Background: an optimization exercise with open tools, aiming at a short achievable clock period and few clock cycles per item. Do not read the settings as production practice.
The RTL was checked by simulation tests, not by an equivalence proof against the original design.
Power figures rest on the tool's default switching activity, not on a simulated workload.

Setup of branch yarrow:
## muldiv_unit
module muldiv_unit (
    input  logic                           clk,
    input  logic                           reset,
    input  logic                           req,
    input  muldiv_pkg::muldiv_req_t        req_data,
    output logic                           busy,
    output logic                           result_valid,
    output logic [rv_m_pkg::xlen-1:0]      result
);
==> flow/config.mk <==
export PLATFORM = sky130hd
export DESIGN_NAME = muldiv_unit
export DESIGN_NICKNAME = muldiv_unit
export VERILOG_FILES = /design/flow/design.v
export SDC_FILE = /design/flow/constraint.sdc
export NUM_CORES = 4
export LEC_CHECK = 0
export ABC_CLOCK_PERIOD_IN_PS = 2500
export CAP_MARGIN = 20
export CORE_MARGIN = 2
export CORE_UTILIZATION = 55
export PLACE_DENSITY = 0.72
export SLEW_MARGIN = 20
==> flow/constraint.sdc <==
create_clock -name core_clock -period 10.0 [get_ports {clk}]
set_input_delay 2.0000 -clock core_clock [delete_from_list [all_inputs] [get_ports {clk}]]
set_output_delay 2.0000 -clock core_clock [all_outputs]
set_load 0.01 [all_outputs]
standard.sh (not shown) runs the stock make flow with config.mk's settings and CLKGATE_MAP_FILE= SYNTH_SCRIPT=/design/flow/synth_recipe.tcl, a recipe that flattens the netlist after the stock synthesis.
==> flow/flow/run.sh <==
#!/bin/bash
# The standard layout (standard.sh: ORFS synthesis to final layout, unchanged scripts and
# constraints), with ORFS's timing repair asked to leave setup slack beyond what the 10 ns
# clock needs, so that the achieved period comes out as short as repair can make it.
# ORFS writes each step's full log under orfs/logs; make's own output goes to standard_flow.log.
set -euo pipefail
bash standard.sh SETUP_SLACK_MARGIN=7 finish > standard_flow.log 2>&1
Testbench counts of branch yarrow, summed over its fixed seeds: cycles 2,616, ops 2,400.
## Diff of input files: branch amber against branch yarrow
--- a/flow/design.v
+++ b/flow/design.v
@@ -189,63 +189,49 @@
             nd_s[k+2]   <= nd_s[k];
             if (k + 2 < K2)
                 n3d_s[k+2] <= n3d_s[k];
             selr_s[k+2] <= selr_s[k];
             neg_s[k+2]  <= neg_s[k];
             mul_s[k+2]  <= mul_s[k];
         end
     end
     logic [31:0] ra_s [K2:N];   
     logic [31:0] rb_s [K2:N];   
-    logic        qa_s [K2:N];   
-    logic        qb_s [K2:N];   
-    logic        qs_s [K2:N];   
+    logic        qp_s [K2:N];   
     assign ra_s[K2] = r_s[K2];
     assign rb_s[K2] = r_s[K2];
-    assign qa_s[K2] = 1'b0;
-    assign qb_s[K2] = 1'b0;
-    assign qs_s[K2] = 1'b0;
+    assign qp_s[K2] = 1'b0;
     for (genvar k = K2; k < N; k++) begin : g_r2
         localparam logic [31:0] RMASK = (k + 1 >= 32) ? 32'hFFFF_FFFF : ((32'h1 << (k + 1)) - 1);
-        logic        qp;       
         logic [32:0] ta, tb;
         logic [34:0] sa, sb;   
+        logic        q;
         logic [31:0] x_n;
-        assign qp  = qs_s[k] ? qa_s[k] : qb_s[k];
         assign ta  = {ra_s[k], x_s[k][31]};
         assign tb  = {rb_s[k], x_s[k][31]};
         assign sa  = {2'b00, ta} + nd_s[k];
         assign sb  = {2'b00, tb} + nd_s[k];
-        if (k == K2) begin : g_first
-            assign x_n = mul_s[k] ? x_s[k] : {x_s[k][30:0], 1'b0};
-        end else begin : g_next
-            assign x_n = mul_s[k] ? x_s[k] : {x_s[k][30:1], qp, 1'b0};
-        end
+        assign q   = qp_s[k] ? !sa[34] : !sb[34];
+        assign x_n = mul_s[k] ? x_s[k] : {x_s[k][30:0], q};
         always_ff @(posedge clk) begin
-            ra_s[k+1]   <= (qp ? sa[31:0] : sb[31:0]) & RMASK;
-            rb_s[k+1]   <= (qp ? ta[31:0] : tb[31:0]) & RMASK;
-            qa_s[k+1]   <= !sa[34];
-            qb_s[k+1]   <= !sb[34];
-            qs_s[k+1]   <= qp;
+            ra_s[k+1]   <= (qp_s[k] ? sa[31:0] : sb[31:0]) & RMASK;
+            rb_s[k+1]   <= (qp_s[k] ? ta[31:0] : tb[31:0]) & RMASK;
+            qp_s[k+1]   <= q;
             x_s[k+1]    <= x_n;
             nd_s[k+1]   <= nd_s[k];
             selr_s[k+1] <= selr_s[k];
             neg_s[k+1]  <= neg_s[k];
             mul_s[k+1]  <= mul_s[k];
         end
     end
-    logic        q_last;
     logic [31:0] mag;
-    assign q_last = qs_s[N] ? qa_s[N] : qb_s[N];
-    assign mag    = mul_s[N]  ? x_s[N]
-                  : selr_s[N] ? (q_last ? ra_s[N] : rb_s[N])
-                  :             {x_s[N][31:1], q_last};
+    assign mag    = selr_s[N] ? (qp_s[N] ? ra_s[N] : rb_s[N]) : x_s[N];
     assign result = (mag ^ {32{neg_s[N]}}) + {31'd0, neg_s[N]};
 endmodule
 `default_nettype wire
 `timescale 1ns/1ps
 `default_nettype none
 module csa_level #(
     parameter int unsigned N_IN  = 3,
     parameter int unsigned N_OUT = 2 * (N_IN / 3) + N_IN % 3
 ) (
     input  logic [N_IN-1:0][63:0]  rows_in,
[summary]
Core utilization (higher): branch yarrow. In branch amber the area taken by multi-input logic gates turned out 1.2% lower than in branch yarrow. Sort branch amber and branch yarrow by post-cts sizing count desc -> top: branch yarrow. branch amber — multiplexer share of the synthesized area 2.1 points higher, branch yarrow as reference. Delta (branch amber minus branch yarrow): logic depth of the worst register-to-register path grew by 3, routed length per placed instance shrank by 4.3%, non-filler instance count after layout shrank by 661, total power shrank by about 4%, layout inverter count without the clock tree grew by 16. Going from branch yarrow to branch amber, the path length in cells of the critical path was found to have gone up by 14. Summary of the comparison: simple-gate portion of the synthesized area is lower in branch amber, relative to branch yarrow. [branch amber] part of the cycle the worst path needs fell 0.57 points relative to branch yarrow. branch yarrow ended up with result[19] as its end point of the critical path; branch amber ended up with u_div.x_s[32][0]. A class of the most critical setup path of reg -> out is what branch yarrow shows, while reg -> reg belongs to branch amber. [branch amber] initial detailed-routing violation count fell 1,700 relative to branch yarrow. Against branch yarrow as the reference, branch amber delivers a lower area added between synthesis and finish.
Testbench counts of branch amber, summed over its fixed seeds: cycles 2,616, ops 2,400.

what the ideal ports hide:
In the flow no input, the clock included, has a driving cell. The finished layouts below were timed again as built, in two steps.
Step 1, drivers: a clkbuf_16 drives clk and a buf_2 each remaining input, both assumed.
Step 2 also shifts input and output timing later by t, the mid clock arrival at the registers, as if the neighbouring blocks saw the same clock.
Slacks: ideal ports / drivers / drivers and shift; pairs: ideal ports / drivers.
run | shift t [ns] | setup WS [ns] | worst setup path at the end | clock arrival spread, ns | pins driven straight from the clock port
branch yarrow | 1.042 | 6.491 / 6.385 / 6.666 | register to register | 0.109 / 0.109 | 1
branch amber | 1.054 | 6.548 / 6.489 / 6.548 | register to register | 0.066 / 0.066 | 1
After both steps setup and hold are still met in every run listed.
